Source: an optimization exercise on an open RTL-to-GDS flow (aim: small area, a short achievable clock period and few clock cycles per item). Production flows keep margins and buffers that such runs may drop. In this exercise RTL edits were held to simulation tests only and were not proved equivalent to the original. Power figures rest on the tool's default switching activity, not on a simulated workload.

== rev 12 ==
## task_priority_queue
module task_priority_queue
#(
	parameter int QUEUE_DEPTH = 16
) (
	input  wire logic        clk,
	input  wire logic        arst_n,
	input  wire logic        req_valid,
	output      logic        req_ready,
	input  wire logic        req_operation,
	input  wire logic [7:0]  req_priority_req,
	input  wire logic [15:0] req_arrive_tick,
	input  wire logic [15:0] req_run_cycles,
	input  wire logic [7:0]  req_owner_tag,
	output      logic        rsp_valid,
	input  wire logic        rsp_ready,
	output      logic [1:0]  rsp_status,
	output      logic        rsp_task_valid,
	output      logic [7:0]  rsp_out_priority,
	output      logic [15:0] rsp_out_arrive_tick,
	output      logic [15:0] rsp_out_run_cycles,
	output      logic [7:0]  rsp_out_owner_tag,
	output      logic [4:0]  rsp_occupancy
);
For scale: roughly 3200 cells after synthesis, about 0.044 mm2 of cells after synthesis.
Settings: LEC_CHECK=0, CAP_MARGIN=20, CORE_MARGIN=2, CORE_UTILIZATION=40, CTS_CLUSTER_DIAMETER=100, CTS_CLUSTER_SIZE=26, SETUP_SLACK_MARGIN=1.5, SLEW_MARGIN=20, SYNTH_HIERARCHICAL=1, SYNTH_MINIMUM_KEEP_SIZE=0; clock period 3.7 ns.
run.sh (not shown) runs the stock make flow with config.mk's settings and CLKGATE_MAP_FILE= SYNTH_SCRIPT=/design/flow/synth_recipe.tcl, a recipe that flattens the netlist after the stock synthesis.
Testbench counts of rev 12, summed over its fixed seeds: cycles 12,016, items 12,000.
Input-level comparison between rev 13 and rev 12:
# rev 12
export LEC_CHECK = 0
export CAP_MARGIN = 20
export CORE_MARGIN = 2
export CORE_UTILIZATION = 40
export CTS_CLUSTER_DIAMETER = 100
export CTS_CLUSTER_SIZE = 26
export SETUP_SLACK_MARGIN = 1.5
export SLEW_MARGIN = 20
export SYNTH_HIERARCHICAL = 1
export SYNTH_MINIMUM_KEEP_SIZE = 0
create_clock -name core_clock -period 3.7 [get_ports {clk}]
# rev 13
export LEC_CHECK = 0
export CAP_MARGIN = 20
export CORE_MARGIN = 2
export CORE_UTILIZATION = 40
export CTS_CLUSTER_DIAMETER = 90
export CTS_CLUSTER_SIZE = 22
export SETUP_SLACK_MARGIN = 1.5
export SLEW_MARGIN = 20
export SYNTH_HIERARCHICAL = 1
export SYNTH_MINIMUM_KEEP_SIZE = 0
create_clock -name core_clock -period 3.7 [get_ports {clk}]
==> summary.txt <==
- Taking rev 12 as the reference, in rev 13 first-iteration DRC count now sits lower; switching power moved up.
- Compared with rev 12, rev 13 is the more power-hungry design.


The RTL this note starts from:
==> flow/design.v <==
`default_nettype none
package tpq_pkg;
	typedef enum logic {
		OP_ENQ = 1'b0,
		OP_DEQ = 1'b1
	} op_t;
	typedef enum logic [1:0] {
		ST_OK    = 2'd0,
		ST_FULL  = 2'd1,
		ST_EMPTY = 2'd2
	} status_t;
	typedef struct packed {
		logic [7:0]  prio;
		logic [15:0] arrival;
		logic [15:0] service;
		logic [7:0]  dev;
	} entry_t;
	typedef struct packed {
		logic enq;
		logic deq;
	} ctrl_t;
endpackage
`default_nettype wire
`default_nettype none
module tpq_cell (
	input  wire logic            clk,
	input  wire logic            we,
	input  wire tpq_pkg::entry_t new_entry,
	input  wire logic [23:0]     new_key_x,  
	input  wire logic            valid,
	input  wire logic            enq,
	output tpq_pkg::entry_t      slot_q,
	output logic                 ahead
);
	tpq_cmp u_cmp (
		.sp    (slot_q.prio),
		.sa    (slot_q.arrival),
		.xp    (new_key_x[23:16]),
		.xa    (new_key_x[15:0]),
		.en    (valid),
		.force1(!enq),
		.gt    (ahead)
	);
	always_ff @(posedge clk) begin
		if (we) begin
			slot_q <= new_entry;
		end
	end
endmodule
module tpq_cmp (
	input  wire logic [7:0]  sp,
	input  wire logic [15:0] sa,
	input  wire logic [7:0]  xp,
	input  wire logic [15:0] xa,
	input  wire logic        en,
	input  wire logic        force1,
	output logic             gt
);
	logic [23:0] g0, p0;
	logic [11:0] g1, p1;
	logic [5:0]  g2, p2;
	logic [2:0]  g3, p3;
	assign g0 = {sp & xp, ~(sa | xa)};
	assign p0 = {sp | xp, ~(sa & xa)};
	always_comb begin
		for (int k = 0; k < 12; k++) begin
			g1[k] = g0[2*k+1] | (p0[2*k+1] & g0[2*k]);
			p1[k] = p0[2*k+1] & p0[2*k];
		end
		for (int k = 0; k < 6; k++) begin
			g2[k] = g1[2*k+1] | (p1[2*k+1] & g1[2*k]);
			p2[k] = p1[2*k+1] & p1[2*k];
		end
		for (int k = 0; k < 3; k++) begin
			g3[k] = g2[2*k+1] | (p2[2*k+1] & g2[2*k]);
			p3[k] = p2[2*k+1] & p2[2*k];
		end
	end
	assign gt = force1 | (en & (g3[2] | (p3[2] & (g3[1] | (p3[1] & g3[0])))));
endmodule
module tpq_head (
	input  wire logic [15:0]          valid,
	input  wire logic [15:0][15:0]    bef,         
	input  wire logic [15:0]          pend,        
	input  wire logic [15:0]          pend_ahead,  
	output logic      [15:0]          head
);
	localparam int N = 16;
	logic [N-1:0] skip;       
	logic         pend_best;  
	assign skip      = ~valid | pend;
	assign pend_best = !(|pend_ahead);
	always_comb begin
		for (int i = 0; i < N; i++) begin
			head[i] = valid[i];
			for (int j = 0; j < N; j++) begin
				if (j < i) head[i] = head[i] && (skip[j] || !bef[j][i]);
				if (j > i) head[i] = head[i] && (skip[j] || bef[i][j]);
			end
			if (pend[i]) begin
				head[i] = valid[i] && pend_best;
			end else begin
				head[i] = head[i] && pend_ahead[i];
			end
		end
	end
endmodule
`default_nettype wire
`default_nettype none
module task_priority_queue
#(
	parameter int QUEUE_DEPTH = 16
) (
	input  wire logic        clk,
	input  wire logic        arst_n,
	input  wire logic        req_valid,
	output      logic        req_ready,
	input  wire logic        req_operation,
	input  wire logic [7:0]  req_priority_req,
	input  wire logic [15:0] req_arrive_tick,
	input  wire logic [15:0] req_run_cycles,
	input  wire logic [7:0]  req_owner_tag,
	output      logic        rsp_valid,
	input  wire logic        rsp_ready,
	output      logic [1:0]  rsp_status,
	output      logic        rsp_task_valid,
	output      logic [7:0]  rsp_out_priority,
	output      logic [15:0] rsp_out_arrive_tick,
	output      logic [15:0] rsp_out_run_cycles,
	output      logic [7:0]  rsp_out_owner_tag,
	output      logic [4:0]  rsp_occupancy
);
	localparam int N  = QUEUE_DEPTH;
	localparam int CW = $clog2(QUEUE_DEPTH + 1);
	logic [CW-1:0]   count_q;
	logic [N-1:0]    valid_q;
	logic [N-1:0]    alloc_q;      
	logic [N*48-1:0] slot_v;       
	logic [N-1:0]    ahead;        
	logic [N-1:0][N-1:0] bef_q;    
	logic [N-1:0]    head;         
	logic [N-1:0]    we;
	logic [N-1:0]    valid_next;
	logic [N-1:0]    alloc_next;
	logic [N-1:0]    pend_n_q;       
	logic [N-1:0]    pend_q;
	logic [N-1:0]    pend_ahead_q;   
	logic            res_v_q;
	tpq_pkg::status_t res_status_q;
	logic            res_tvalid_q;
	logic [CW-1:0]   res_occ_q;
	logic [N-1:0]    res_sel_q;    
	logic            ovalid_q;
	tpq_pkg::status_t status_q;
	logic            tvalid_q;
	logic [CW-1:0]   occ_q;
	tpq_pkg::entry_t oentry_q;
	tpq_pkg::entry_t sel_entry;
	logic            adv, fire, is_full, is_empty, enq, deq;
	logic [CW-1:0]   count_next;
	tpq_pkg::entry_t new_entry;
	logic [23:0]     new_key_x;
	assign adv       = !ovalid_q || rsp_ready;
	assign req_ready = !res_v_q || adv;
	assign fire      = req_valid && req_ready;
	assign is_full   = count_q[CW-1];
	assign is_empty  = (count_q == '0);
	assign enq       = fire && (tpq_pkg::op_t'(req_operation) == tpq_pkg::OP_ENQ) && !is_full;
	assign deq       = fire && (tpq_pkg::op_t'(req_operation) == tpq_pkg::OP_DEQ) && !is_empty;
	assign new_entry.prio    = req_priority_req;
	assign new_entry.arrival = req_arrive_tick;
	assign new_entry.service = req_run_cycles;
	assign new_entry.dev     = req_owner_tag;
	assign new_key_x = ~{req_priority_req, req_arrive_tick};
	assign we = enq ? alloc_q : '0;
	for (genvar i = 0; i < N; i++) begin : g_cell
		tpq_cell u_cell (
			.clk       (clk),
			.we        (we[i]),
			.new_entry (new_entry),
			.new_key_x (new_key_x),
			.valid     (valid_q[i]),
			.enq       (enq),
			.slot_q    (slot_v[i*48 +: 48]),
			.ahead     (ahead[i])
		);
	end
	tpq_head u_head (
		.valid      (valid_q),
		.bef        (bef_q),
		.pend       (pend_q),
		.pend_ahead (pend_ahead_q),
		.head       (head)
	);
	always_comb begin
		valid_next = valid_q;
		count_next = count_q;
		if (enq) begin
			valid_next = valid_q | alloc_q;
			count_next = count_q + CW'(1);
		end else if (deq) begin
			valid_next = valid_q & ~head;
			count_next = count_q - CW'(1);
		end
	end
	logic [N-1:0] alloc_enq;
	always_comb begin
		logic seen;
		seen = 1'b0;
		for (int i = 0; i < N; i++) begin
			alloc_enq[i] = !(valid_q[i] || alloc_q[i]) && !seen;
			seen = seen || !(valid_q[i] || alloc_q[i]);
		end
	end
	always_comb begin
		alloc_next = alloc_q;
		if (enq) begin
			alloc_next = alloc_enq;
		end else if (deq && is_full) begin
			alloc_next = head;
		end
	end
	always_ff @(posedge clk) begin
		for (int i = 0; i < N; i++) begin
			for (int j = i + 1; j < N; j++) begin
				if (pend_q[i] || pend_q[j]) begin
					bef_q[i][j] <= pend_q[i] ? !pend_ahead_q[j] : pend_ahead_q[i];
				end
			end
		end
	end
	always_ff @(posedge clk) begin
		pend_ahead_q <= ahead;
		pend_n_q     <= enq ? ~alloc_q : '1;
	end
	assign pend_q = ~pend_n_q;
	always_ff @(posedge clk or negedge arst_n) begin
		if (!arst_n) begin
			count_q  <= '0;
			valid_q  <= '0;
			alloc_q  <= N'(1);
			res_v_q  <= 1'b0;
			ovalid_q <= 1'b0;
		end else begin
			count_q  <= count_next;
			valid_q  <= valid_next;
			alloc_q  <= alloc_next;
			if (fire) begin
				res_v_q <= 1'b1;
			end else if (adv) begin
				res_v_q <= 1'b0;
			end
			if (adv) begin
				ovalid_q <= res_v_q;
			end
		end
	end
	always_ff @(posedge clk) begin
		if (fire) begin
			res_tvalid_q <= deq;
			res_sel_q    <= deq ? head : '0;
			res_occ_q    <= count_next;
			if (enq || deq) begin
				res_status_q <= tpq_pkg::ST_OK;
			end else if (tpq_pkg::op_t'(req_operation) == tpq_pkg::OP_ENQ) begin
				res_status_q <= tpq_pkg::ST_FULL;
			end else begin
				res_status_q <= tpq_pkg::ST_EMPTY;
			end
		end
	end
	always_comb begin
		sel_entry = '0;
		for (int i = 0; i < N; i++) begin
			sel_entry = sel_entry | (slot_v[i*48 +: 48] & {48{res_sel_q[i]}});
		end
	end
	always_ff @(posedge clk) begin
		if (adv && res_v_q) begin
			status_q <= res_status_q;
			tvalid_q <= res_tvalid_q;
			occ_q    <= res_occ_q;
			oentry_q <= sel_entry;
		end
	end
	assign rsp_valid           = ovalid_q;
	assign rsp_status          = status_q;
	assign rsp_task_valid      = tvalid_q;
	assign rsp_out_priority    = oentry_q.prio;
	assign rsp_out_arrive_tick = oentry_q.arrival;
	assign rsp_out_run_cycles  = oentry_q.service;
	assign rsp_out_owner_tag   = oentry_q.dev;
	assign rsp_occupancy       = occ_q;
endmodule
`default_nettype wire
export LEC_CHECK = 0
export CAP_MARGIN = 20
export CORE_MARGIN = 2
export CORE_UTILIZATION = 40
export CTS_CLUSTER_DIAMETER = 90
export CTS_CLUSTER_SIZE = 22
export SETUP_SLACK_MARGIN = 1.6
export SLEW_MARGIN = 20
export SYNTH_HIERARCHICAL = 1
export SYNTH_MINIMUM_KEEP_SIZE = 0
create_clock -name core_clock -period 3.7 [get_ports {clk}]
The baseline completed with no timing, DRC or antenna violations.
Testbench counts at the start, summed over its fixed seeds: cycles 12,016, items 12,000.
==> next run, changes <==
SETUP_SLACK_MARGIN = 1.5   (was 1.6)
Result:
- The new run finished clean
- worst hold slack improved by 21 ps
- design area fell by about 2.8%
- die area is unchanged
- non-clock buffer count fell by 76
- wire length fell by 3.9%
- clock skew rose by 28 ps
==> next run, changes <==
SETUP_SLACK_MARGIN = 1.75   (was 1.5)
Result: The new run finished with timing, DRC and antenna clean. Cell count rose by 6.9%. Area after synthesis does not change. Synthesized cell count is unchanged. Utilization rose by 6.8 points. Combinational power rose by 42%. Via count rose by about 9%. Sequential share of layout area fell by 7.3 points. Setup slack is better by 43 ps. Total power rose by about 7%.
==> next run, changes <==
SETUP_SLACK_MARGIN = 1.4   (was 1.75)
Effect: The changed run passed the timing, DRC and antenna checks; critical path depth is lower by 5; design area is lower by 13%; via count is lower by 9.1%; setup slack loses 140 ps; area after synthesis is unchanged.


== run 1 ==
task_priority_queue, a different RTL version from the one above (not shown whole).
Size in the first run: roughly 110 I/O pins.
Design task_priority_queue, start of the top module:
module task_priority_queue
#(
	parameter int QUEUE_DEPTH = 16
) (
	input  wire logic        clk,
	input  wire logic        arst_n,
	input  wire logic        req_valid,
	output      logic        req_ready,
	input  wire logic        req_operation,
	input  wire logic [7:0]  req_priority_req,
	input  wire logic [15:0] req_arrive_tick,
	input  wire logic [15:0] req_run_cycles,
	input  wire logic [7:0]  req_owner_tag,
	output      logic        rsp_valid,
	input  wire logic        rsp_ready,
	output      logic [1:0]  rsp_status,
	output      logic        rsp_task_valid,
	output      logic [7:0]  rsp_out_priority,
	output      logic [15:0] rsp_out_arrive_tick,
	output      logic [15:0] rsp_out_run_cycles,
	output      logic [7:0]  rsp_out_owner_tag,
	output      logic [4:0]  rsp_occupancy
);
Settings: LEC_CHECK=0, CAP_MARGIN=20, CORE_MARGIN=2, CORE_UTILIZATION=40, CTS_CLUSTER_DIAMETER=90, CTS_CLUSTER_SIZE=22, SETUP_SLACK_MARGIN=1.7, SLEW_MARGIN=20, SYNTH_HIERARCHICAL=1, SYNTH_MINIMUM_KEEP_SIZE=0, TNS_END_PERCENT=60; clock period 3.7 ns.
Testbench counts of run 1, summed over its fixed seeds: cycles 12,016, items 12,000.
Modified inputs, run 2 compared to run 1
Settings: CORE_UTILIZATION: 40 -> 50; TNS_END_PERCENT: 60 -> unset.
==> comparison <==
Summary of run 2 over run 1: average wire per cell in the routed design went up 9.3%, die footprint has decreased, clock tree skew after final layout has decreased. Lower routed via count divided by cell count was reported by run 1, not run 2. On overall power, run 1 beats run 2. Portion of total power attributed to the clock network, run 1 and run 2: lower on run 1.
The inputs of run 3 differ from those of run 2 as listed below.
Settings: CORE_UTILIZATION now 40, was 50; GPL_ROUTABILITY_DRIVEN now 0, previously not set.
## What came out
- The run showing the greater area of combinational cells with multiple inputs is run 3.
- Relative to run 2, the chip width measured on run 3 has increased by more than 10%.
- Relative to run 2, core occupancy in the finished layout decreased by 12 points in run 3.
- Per the comparison of run 3 with run 2, first-pass GRT wire length went down; remaining global-route overflow did not really move.
[inputs] run 4 vs run 3
Settings: removing GPL_ROUTABILITY_DRIVEN (formerly 0); changing SETUP_SLACK_MARGIN from 1.7 to 1.6.
Findings:
- Against run 3, run 4 reports a final critical path time including I/O delays and setup that is higher.
- The via count reported for run 4 is lower than the one for run 3.
- Run 4 vs. run 3: largest net degree at the start of global routing shows an increase of 2.0%; worst setup slack before clock tree synthesis shows a reduction of 0.037 ns; total power shows a reduction of about 1.4%.
- Comparing run 3 and run 4, the higher total non-filler cell area in the finished layout is on run 3.
- Run 3 has a lower longest individual stage delay on the worst path than run 4.
- Worst path buffer plus inverter count up 1 in run 4 wrt run 3
- Relative to run 3, the final cell count without fillers measured on run 4 has decreased slightly.
- Per the comparison of run 4 with run 3, clock power rose about 2%, growth of design area from synthesis to finish fell 3.9 points.


Setup of alpha:
Another version of the RTL of task_priority_queue (not shown whole).
For scale: about 110 I/O pins, roughly 0.046 mm^2 of cells after synthesis.
clock: 3.7 ns
lec_check: 0
cap_margin: 20
core_margin: 2
core_utilization: 60
setup_slack_margin: 1.0
slew_margin: 20
synth_hierarchical: 1
synth_minimum_keep_size: 0
Testbench counts of alpha, summed over its fixed seeds: cycles 12,016, items 12,000.
## Diff of input files: beta against alpha
# alpha
export LEC_CHECK = 0
export CAP_MARGIN = 20
export CORE_MARGIN = 2
export CORE_UTILIZATION = 60
export SETUP_SLACK_MARGIN = 1.0
export SLEW_MARGIN = 20
export SYNTH_HIERARCHICAL = 1
export SYNTH_MINIMUM_KEEP_SIZE = 0
create_clock -name core_clock -period 3.7 [get_ports {clk}]
# beta
export LEC_CHECK = 0
export CAP_MARGIN = 20
export CORE_MARGIN = 2
export CORE_UTILIZATION = 40
export SETUP_SLACK_MARGIN = 1.4
export SLEW_MARGIN = 20
export SYNTH_HIERARCHICAL = 1
export SYNTH_MINIMUM_KEEP_SIZE = 0
create_clock -name core_clock -period 3.7 [get_ports {clk}]
Findings:
- Cmp beta and alpha / area of the core region / higher: beta
- NOTE: maximum frequency in beta exceeds that of alpha
- beta vs. alpha: non-clock buffer count rose about 45%; cell total after placement has increased; maximum buffer depth of the clock tree has remained practically unchanged; floorplan die area higher.
diff inputs: beta => gamma
# beta
export LEC_CHECK = 0
export CAP_MARGIN = 20
export CORE_MARGIN = 2
export CORE_UTILIZATION = 40
export SETUP_SLACK_MARGIN = 1.4
export SLEW_MARGIN = 20
export SYNTH_HIERARCHICAL = 1
export SYNTH_MINIMUM_KEEP_SIZE = 0
create_clock -name core_clock -period 3.7 [get_ports {clk}]
# gamma
export LEC_CHECK = 0
export CAP_MARGIN = 20
export CORE_MARGIN = 2
export CORE_UTILIZATION = 40
export CTS_BUF_LIST = sky130_fd_sc_hd__clkbuf_4 sky130_fd_sc_hd__clkbuf_8
export SETUP_SLACK_MARGIN = 1.0
export SLEW_MARGIN = 20
export SYNTH_HIERARCHICAL = 1
export SYNTH_MINIMUM_KEEP_SIZE = 0
create_clock -name core_clock -period 3.7 [get_ports {clk}]
## What came out
gamma vs. beta: number of buffers outside the clock class in the layout went down by 28%.
The power consumed by combinational cells number comes out higher for beta vs gamma.
gamma went all the way through the flow, and no timing, DRC or antenna check failed.
Diff beta -> gamma | sequential power share | increase of 3.7 points
Library cell contributing the largest single delay on the critical path = ha_4: beta; library cell contributing the largest single delay on the critical path = clkdlybuf4s50_1: gamma
The classification of the worst-slack hold path comes out in -> async in one run and in -> reg in the other, namely in beta and gamma respectively.
gamma vs. beta: clock skew went down by 0.031 ns, post-layout total power went down, number of antenna violations at the first check in global routing now sits higher, count of H-tree levels built during CTS went up by 1, final RePlAce weighted congestion ~0 delta.
### gamma -> delta
# gamma
export LEC_CHECK = 0
export CAP_MARGIN = 20
export CORE_MARGIN = 2
export CORE_UTILIZATION = 40
export CTS_BUF_LIST = sky130_fd_sc_hd__clkbuf_4 sky130_fd_sc_hd__clkbuf_8
export SETUP_SLACK_MARGIN = 1.0
export SLEW_MARGIN = 20
export SYNTH_HIERARCHICAL = 1
export SYNTH_MINIMUM_KEEP_SIZE = 0
create_clock -name core_clock -period 3.7 [get_ports {clk}]
# delta
export LEC_CHECK = 0
export CAP_MARGIN = 20
export CORE_MARGIN = 2
export CORE_UTILIZATION = 60
export SETUP_SLACK_MARGIN = 1.2
export SLEW_MARGIN = 20
export SYNTH_HIERARCHICAL = 1
export SYNTH_MINIMUM_KEEP_SIZE = 0
create_clock -name core_clock -period 3.7 [get_ports {clk}]
## What came out
- The max-slew headroom at the worst pin number comes out higher for delta vs gamma.
- The sequential share of layout area reported for delta is smaller than that of gamma by 3.0 points.
- delta completed; timing, DRC and antenna clean
- Compared with gamma, delta degrades post-route total power.
- Run comparison: gamma cell with the biggest individual delay on the critical path clkdlybuf4s50_1; delta cell with the biggest individual delay on the critical path a221o_1
- The critical path depth number comes out lower for gamma vs delta.
- For detailed-route wire length, dividing the value from gamma by the value from delta gives 0.932.
- Combinational power for delta: about 25% up relative to gamma
- Global routing met2 resource utilization, delta and gamma: lower on gamma
- Between gamma and delta, the flow reports design area increasing by a few percent.
- Re global-route usage: delta is 16 points up on gamma.
Changes in epsilon relative to delta:
# delta
export LEC_CHECK = 0
export CAP_MARGIN = 20
export CORE_MARGIN = 2
export CORE_UTILIZATION = 60
export SETUP_SLACK_MARGIN = 1.2
export SLEW_MARGIN = 20
export SYNTH_HIERARCHICAL = 1
export SYNTH_MINIMUM_KEEP_SIZE = 0
create_clock -name core_clock -period 3.7 [get_ports {clk}]
# epsilon
export LEC_CHECK = 0
export CAP_MARGIN = 20
export CORE_MARGIN = 2
export CORE_UTILIZATION = 40
export SETUP_SLACK_MARGIN = 1.0
export SLEW_MARGIN = 20
export SYNTH_HIERARCHICAL = 1
export SYNTH_MINIMUM_KEEP_SIZE = 0
create_clock -name core_clock -period 3.7 [get_ports {clk}]
### Flow results
Compared with delta, in epsilon minimum clock period after layout went up; total congestion overflow did not really move; die area went up; horizontal extent of the die went up; hold slack went down. Critical path depth delta for epsilon relative to delta: 2 lower. From delta to epsilon the numbers moved as follows: final number of setup-violating endpoints now sits at about the same level; total power now sits lower.

what the ideal ports hide:
The results above use ideal ports. As a check the final layouts listed here were re-extracted and re-timed, cells and wires unchanged. Step 1: set_driving_cell puts a clkbuf_16 on clk and a buf_2 on each other input, an assumption about the parent block. Step 2 adds t to the input delays and takes it off the output delays; t is the mean of the earliest and latest rising clock arrival at the registers after step 1. Input paths then give back, and output paths get back, about the clock's delay inside the block. Three values: no drivers, after step 1, after step 2; two values: the first two.
run | t, ns | setup WS [ns] | hold slack, ns | worst setup path at the end
rev 12 | 0.749 | 1.417 / 1.377 / 0.679 | 0.192 / 0.139 / 0.434 | input to register
rev 13 | 0.766 | 1.432 / 1.364 / 0.650 | 0.333 / 0.305 / 0.430 | input to register
the first run of note 2 | 0.767 | 1.472 / 1.399 / 0.846 | 0.026 / -0.023 / 0.428 | input to register
the second run of note 2 | 0.763 | 1.384 / 1.381 / 0.663 | 0.047 / 0.003 / 0.388 | input to register
the third run of note 2 | 0.784 | 1.426 / 1.364 / 0.760 | 0.017 / -0.034 / 0.424 | input to register
the fourth run of note 2 | 0.774 | 1.282 / 1.332 / 0.558 | 0.058 / 0.011 / 0.429 | input to register
run 1 | 0.750 | 1.535 / 1.460 / 0.955 | 0.040 / -0.010 / 0.405 | input to register
run 2 | 0.756 | 1.557 / 1.536 / 0.947 | 0.054 / 0.004 / 0.430 | input to register
run 3 | 0.769 | 1.565 / 1.509 / 0.906 | 0.014 / -0.023 / 0.423 | input to register
run 4 | 0.777 | 1.524 / 1.509 / 0.827 | 0.023 / -0.028 / 0.414 | input to register
alpha | 0.766 | 0.986 / 1.004 / 0.263 | 0.416 / 0.416 / 0.416 | input to register
beta | 0.779 | 1.060 / 1.050 / 0.270 | 0.168 / 0.127 / 0.418 | input to register
gamma | 0.925 | 0.962 / 0.954 / 0.029 | 0.378 / 0.352 / 0.421 | input to register
delta | 0.762 | 1.046 / 1.050 / 0.301 | 0.205 / 0.165 / 0.415 | input to register
epsilon | 0.794 | 0.943 / 0.943 / 0.218 | 0.155 / 0.107 / 0.419 | input to register
After both steps every run listed still meets setup and hold. For gamma, which loses most, drivers alone change the setup slack by -0.008 ns; drivers and shift together by -0.933 ns.
